This is an optimization exercise on Yosys and OpenROAD, whose aim is small area and a short achievable clock period, not a production implementation.
Function was checked by simulation only, so behaviour that the tests miss may differ from the original.
Power figures rest on the tool's default switching activity, not on a simulated workload.

**flow/design.v**
```verilog
package rf_pkg;
   typedef enum logic {
      RF_INIT = 1'b0,
      RF_RUN  = 1'b1
   } rf_state_e;
   localparam int unsigned RF_INIT_ZERO  = 0;
   localparam int unsigned RF_INIT_INDEX = 1;
   function automatic integer rf_port_sel(input integer port, input integer width);
      rf_port_sel = port * width;
   endfunction
endpackage
module rf_init_seq #(
   parameter  int unsigned DATA_W    = 64,
   parameter  int unsigned DEPTH     = 32,
   parameter  int unsigned INIT_MODE = 1,
   localparam int unsigned AW        = $clog2(DEPTH)
) (
   input  logic              clk,
   input  logic              reset,
   output logic              init_we,
   output logic [AW-1:0]     init_addr,
   output logic [DATA_W-1:0] init_data,
   output logic              run,
   output logic              ready
);
   rf_pkg::rf_state_e   state_q, state_d;
   logic [AW-1:0] cnt_q, cnt_d;
   logic        ready_q, ready_d;
   always_comb begin
      state_d = state_q;
      cnt_d   = cnt_q;
      ready_d = ready_q;
      unique case (state_q)
         rf_pkg::RF_INIT: begin
            cnt_d = cnt_q + AW'(1);
            if (cnt_q == AW'(DEPTH - 1)) begin
               state_d = rf_pkg::RF_RUN;
               ready_d = 1'b1;
            end
         end
         rf_pkg::RF_RUN:  state_d = rf_pkg::RF_RUN;
         default: state_d = rf_pkg::RF_INIT;
      endcase
   end
   always_ff @(posedge clk) begin
      if (reset) begin
         state_q <= rf_pkg::RF_INIT;
         cnt_q   <= '0;
         ready_q <= 1'b0;
      end else begin
         state_q <= state_d;
         cnt_q   <= cnt_d;
         ready_q <= ready_d;
      end
   end
   assign init_we   = (state_q == rf_pkg::RF_INIT) && !reset;
   assign init_addr = cnt_q;
   assign init_data = (INIT_MODE == rf_pkg::RF_INIT_INDEX) ? DATA_W'(cnt_q) : '0;
   assign run       = (state_q == rf_pkg::RF_RUN);
   assign ready     = ready_q;
endmodule
module pipe_regfile_mp #(
   parameter  int unsigned DATA_W    = 64,
   parameter  int unsigned DEPTH     = 32,
   parameter  int unsigned NUM_RD    = 2,
   parameter  int unsigned INIT_MODE = 1,
   localparam int unsigned AW        = $clog2(DEPTH)
) (
   input  logic                     clk,
   input  logic                     reset,
   input  logic [NUM_RD*AW-1:0]     rd_addr,
   output logic [NUM_RD*DATA_W-1:0] rd_data,
   output logic [NUM_RD-1:0]        rd_busy,
   input  logic                     wr_en,
   input  logic [AW-1:0]            wr_addr,
   input  logic [DATA_W-1:0]        wr_data,
   input  logic                     iss_en,
   input  logic [AW-1:0]            iss_addr,
   output logic                     ready
);
   logic              init_we;
   logic [AW-1:0]     init_addr;
   logic [DATA_W-1:0] init_data;
   logic              run;
   rf_init_seq #(
      .DATA_W    (DATA_W),
      .DEPTH     (DEPTH),
      .INIT_MODE (INIT_MODE)
   ) u_init_seq (
      .clk       (clk),
      .reset     (reset),
      .init_we   (init_we),
      .init_addr (init_addr),
      .init_data (init_data),
      .run       (run),
      .ready     (ready)
   );
   logic [DATA_W-1:0] mem_q [DEPTH];
   logic              mem_we;
   logic [AW-1:0]     mem_waddr;
   logic [DATA_W-1:0] mem_wdata;
   always_comb begin
      mem_we    = 1'b0;
      mem_waddr = '0;
      mem_wdata = '0;
      if (init_we) begin
         mem_we    = 1'b1;
         mem_waddr = init_addr;
         mem_wdata = init_data;
      end else if (run && !reset && wr_en && (wr_addr != '0)) begin
         mem_we    = 1'b1;
         mem_waddr = wr_addr;
         mem_wdata = wr_data;
      end
   end
   always_ff @(posedge clk) begin
      if (mem_we) begin
         mem_q[mem_waddr] <= mem_wdata;
      end
   end
   logic [DEPTH-1:0] busy_q, busy_d;
   always_comb begin
      busy_d = busy_q;
      if (run) begin
         if (wr_en) begin
            busy_d[wr_addr] = 1'b0;
         end
         if (iss_en) begin
            busy_d[iss_addr] = 1'b1;
         end
      end
      busy_d[0] = 1'b0;
   end
   always_ff @(posedge clk) begin
      if (reset) begin
         busy_q <= '0;
      end else begin
         busy_q <= busy_d;
      end
   end
   for (genvar p = 0; p < NUM_RD; p++) begin : g_rd
      logic [AW-1:0] a;
      logic          hit;
      assign a   = rd_addr[rf_pkg::rf_port_sel(p, AW) +: AW];
      assign hit = wr_en && (wr_addr == a);
      assign rd_data[rf_pkg::rf_port_sel(p, DATA_W) +: DATA_W] =
         (!run || (a == '0)) ? '0 : (hit ? wr_data : mem_q[a]);
      assign rd_busy[p] = run && busy_q[a] && !hit;
   end
endmodule
```
**flow/run.sh**
```bash
#!/bin/bash
# synth_recipe.tcl (not shown) runs the flow's synth.tcl, then flattens the netlist and writes it again
# the make line also repeats each setting of config.mk as NAME=value (left out here)
make -C /OpenROAD-flow-scripts/flow DESIGN_CONFIG=/design/flow/config.mk WORK_HOME=/design/flow/orfs CLKGATE_MAP_FILE= SYNTH_SCRIPT=/design/flow/synth_recipe.tcl finish
```
**flow/config.mk**
```make
export PLATFORM = sky130hd
export DESIGN_NAME = pipe_regfile_mp
export DESIGN_NICKNAME = pipe_regfile_mp
export VERILOG_FILES = /design/flow/design.v
export SDC_FILE = /design/flow/constraint.sdc
export NUM_CORES = 4
export LEC_CHECK = 0
export CAP_MARGIN = 20
export CORE_MARGIN = 2
export CORE_UTILIZATION = 40
export SLEW_MARGIN = 20
```
**flow/constraint.sdc**
```tcl
create_clock -name core_clock -period 5.5 [get_ports {clk}]
set_input_delay 1.1000 -clock core_clock [delete_from_list [all_inputs] [get_ports {clk}]]
set_output_delay 1.1000 -clock core_clock [all_outputs]
set_load 0.01 [all_outputs]
```
==> results.cfg <==
[outcome]
status = timing/DRC/antenna clean

[synth]
async_flop_share_pct = 0
netlist_instances = 5018
synthDistinctLibCells = 51
syn-num-nets = 5115
netlist_area_sq_um = 98600
ys.flop_type = edfxtp_1
synth-edff-count = 2048
syn_area_per_cell_sq_um = 19.6
yosys_warnings = 2
ys_seq_elements = 2086
ys_seq_area_share_pct = 63.2

[critical_path]
r2r-start = u_init_seq.state_q
cp_max_fo = 33
critPathKind = in -> out
r2r_end = mem_q[19][45]
endpoint_kind = output pin
crit_required_ns = 4.40
setup.worst_path.start_class = input pin
reg2reg_depth = 7
r2r_setup_slack_ns = 2.08
worst-endpoint-arrival_ns = 4.31

[hold_path]
hp-class = reg -> reg
holdCritStartpoint = busy_q[1]
hold_depth = 2
holdPathEnd = busy_q[1]

[place]
dpl_cell_area_sq_um = 109000
gp_congestion = 0.809
portBuffers = 218
hpwl_um = 186000

[cells_and_area]
finalNetCount = 5543
multi_input_area_sq_um = 34600
design_area_sq_um = 116000
drive_gt1_share_pct = 34.2
n_fill_cell = 20358
areaGrowthSynthToFinish_pct = 17.4
seqCellArea_sq_um = 62300

[sta]
fmax_mhz = 185
finalSetupViolCount = 0
rsz0062_at_grt = no
drv_slew = 0
worst_hold_slack_ns = 0.494
maxSlewHeadroom_pct = 26.4
tightestPinTransition_ns = 1.10
period_needed_ns = 5.41
fin_worst_skew_ns = 0.0663
setup_tns_ns = 0
period_share_pct = 98.3
final-hold-violation-count = 0

[detailed_routing]
vias = 57535
drtPass1Iterations = 5
avgRoutedWirePerCell_um = 35.5
final_antenna_net_count = 0
first_iter_violations = 7457
viasPerCell = 6.51
wl_um = 314000
drc_errors = 0

[global_route]
antenna_found_initial = 11
grt_overflow_total = 0
grt_use_total_pct = 24.9
grt_max_degree = 66
grt_pass1_vias = 58250
grt_pass1_wl_um = 444000

[pwr]
p_leak_nw = 32.4
seqPwrFrac_pct = 50.6
pwr-share-clk_pct = 42.7
max-vdd-ir-drop_mv = 0.271
power_density_nw_per_um2 = 296
combPwrFrac_pct = 6.7
internal_power_w = 0.0266
switching_power_w = 0.00772
p_sw_share_pct = 22.5

[die]
die_w_um = 500
io-pin-count = 219
initial_core_util_pct = 40.2
die_y_um = 500
core_sq_um = 245000
die-area_sq_um = 250000
num_rows = 182

[clocking]
clock-sinks = 2086
cts_tree = built
htree_levels = 4
hold_buffers = 0
clk_latency_ns = 0.88
clockBufferDepth = 3
cts_resized = 0
cts_setup_buffers = 0
cts_made_buffers = 220
clk_pin_slew_ns = 0.06
clock-root-buffer = clkbuf_16

[flow_run]
drv_cap = 0
==> cell families (layout without fill, tap and decap cells) <==
family / after synthesis / after routing / synth area share (%)
flip-flops: 2086 / 2086 / 63.2
multiplexers: 1314 / 1314 / 27.3
AO/OA/AOI/OAI: 604 / 604 / 4.24
AND/OR/NAND/NOR: 553 / 553 / 2.93
buffers and inverters: 430 / 1034 / 2.05
XOR/XNOR: 22 / 22 / 0.195
adder cells (fa/ha/maj): 9 / 9 / 0.114
other: 0 / 1 / 0
==> worst max path at each step <==
stage	startpoint	to	slack [ns]
after CTS	wr_addr[2]	rd_data[35]	0.13
after detailed placement	wr_addr[2]	rd_data[35]	0.15
after global routing	wr_addr[0]	rd_data[115]	0.07
after global placement	wr_addr[2]	rd_data[35]	0.07
final	wr_addr[1]	rd_data[35]	0.09
after floorplan	wr_addr[0]	mem_q[4][0]	-0.69
==> worst max-delay path, cell delays in order <==
cell             delay, ns
clkdlybuf4s50_1       0.60
xor2_1                0.25
nor4_1                0.36
nand3_1               0.24
nor2_4                0.22
buf_12                0.33
a32o_1                0.48
clkdlybuf4s50_1       0.63
==> flip-flops by register name (all words and copies together), names as in the netlist <==
signal	flops
mem_q	2048
busy_q	31
u_init_seq.cnt_q	5
u_init_seq.ready_q	1
u_init_seq.state_q	1
==> cell usage in the layout (no fill, tap or decap), types with 52 or more instances in the layout <==
cell	instances
mux4_2	1093
nor3_1	67
o21ai_1	59
mux2i_1	156
clkinv_1	52
clkdlybuf4s50_1	208
nor2_1	85
or2_0	62
nor2b_1	69
nand2_1	75
buf_4	212
a32o_1	69
buf_12	195
clkbuf_16	224
edfxtp_1	2048
o2bb2ai_1	58
a211oi_1	119
a31oi_1	62
and2_1	125
o21ai_0	94
mux2_2	65
o22ai_1	57
==> metal layers <==
| metal | share of wire [%] | GRT usage, % |
|---|---|---|
| met5 | 0 | 0 |
| met3 | 9.5 | 4.42 |
| met2 | 48 | 40.0 |
| met1 | 40 | 35.0 |
| met4 | 3.1 | 7.28 |
==> cells in the mapped netlist, drive strengths merged, types with 3 or more instances <==
library cell  count  area share, %
a211oi          119           0.91
clkbuf          217           0.83
a21oi            43           0.22
a41oi             4          0.036
nand2b            7          0.044
nand3b            3          0.023
a2111oi           3          0.027
xor2             14           0.12
and2            125           0.79
mux2             65           0.74
o211ai            6          0.046
a31oi            63           0.40
inv              10          0.038
dfxtp            38           0.77
nor2b            70           0.44
a22o              4          0.036
edfxtp         2048             62
mux2i           156            1.6
buf             203            1.2
or2              63           0.40
xnor2             8          0.071
nand2            76           0.29
nand4             3          0.019
mux4           1093             25
nor2            119           0.45
o2bb2ai          58           0.52
o21a              3          0.023
a221oi           11          0.098
nand3             8          0.041
ha                9           0.11
nor3             68           0.35
nor3b             4          0.030
o21ai           154           0.78
o22ai            57           0.36
a32o             69           0.70
==> power groups by stage <==
stage	sequential, W	clock [W]	combinational, W
floorplan	0.0177	0	0.00142
finish	0.0173	0.0146	0.00230
CTS	0.0173	0.0149	0.00231
global route	0.0173	0.0155	0.00241
detailed placement	0.0177	0	0.00231
global placement	0.0177	0	0.00231
==> cell type report <==
class / count / share of cell area, %
tap: 3220 / 3.48
clock buffer: 271 / 5.00
clock inverter: 127 / 1.07
inverter: 10 / 0.0454
sequential: 2086 / 53.8
multi-input combinational: 2502 / 29.9
timing repair buffer: 626 / 6.68
antenna: 1 / 0.00216
==> per-stage QoR <==
step | power, W | setup slack (ns) | cells | utilization [%]
final | 0.0343 | 0.0914 | 8843 | 47.1
after floorplan | 0.0191 | -0.686 | 5018 | -
after global placement | 0.0200 | 0.0750 | 8443 | 44.3
after global routing | 0.0352 | 0.0663 | 8843 | 47.1
after CTS | 0.0345 | 0.132 | 8841 | 47.1
after detailed placement | 0.0200 | 0.151 | 8443 | 44.3

==> re-timing with driven ports <==
The results above use ideal ports. As a check the final layout listed here was re-extracted and re-timed, cells and wires unchanged.
Step 1: set_driving_cell puts a clkbuf_16 on clk and a buf_2 on each other input, an assumption about the parent block.
Step 2 times the ports against the registers' clock, not the clock port: input delays grow and output delays shrink by t, the midpoint of the rising clock arrivals with the driver on.
a / b / c = no drivers / after step 1 / after step 2; a / b = the first two.
shift t [ns]: 0.944
setup slack, ns: 0.091 / 0.040 / 0.040
worst register clock-pin slew, ns: 0.07 / 0.07
After both steps this run still meets setup and hold. For this run, drivers alone change the setup slack by -0.051 ns; drivers and shift together by -0.051 ns.
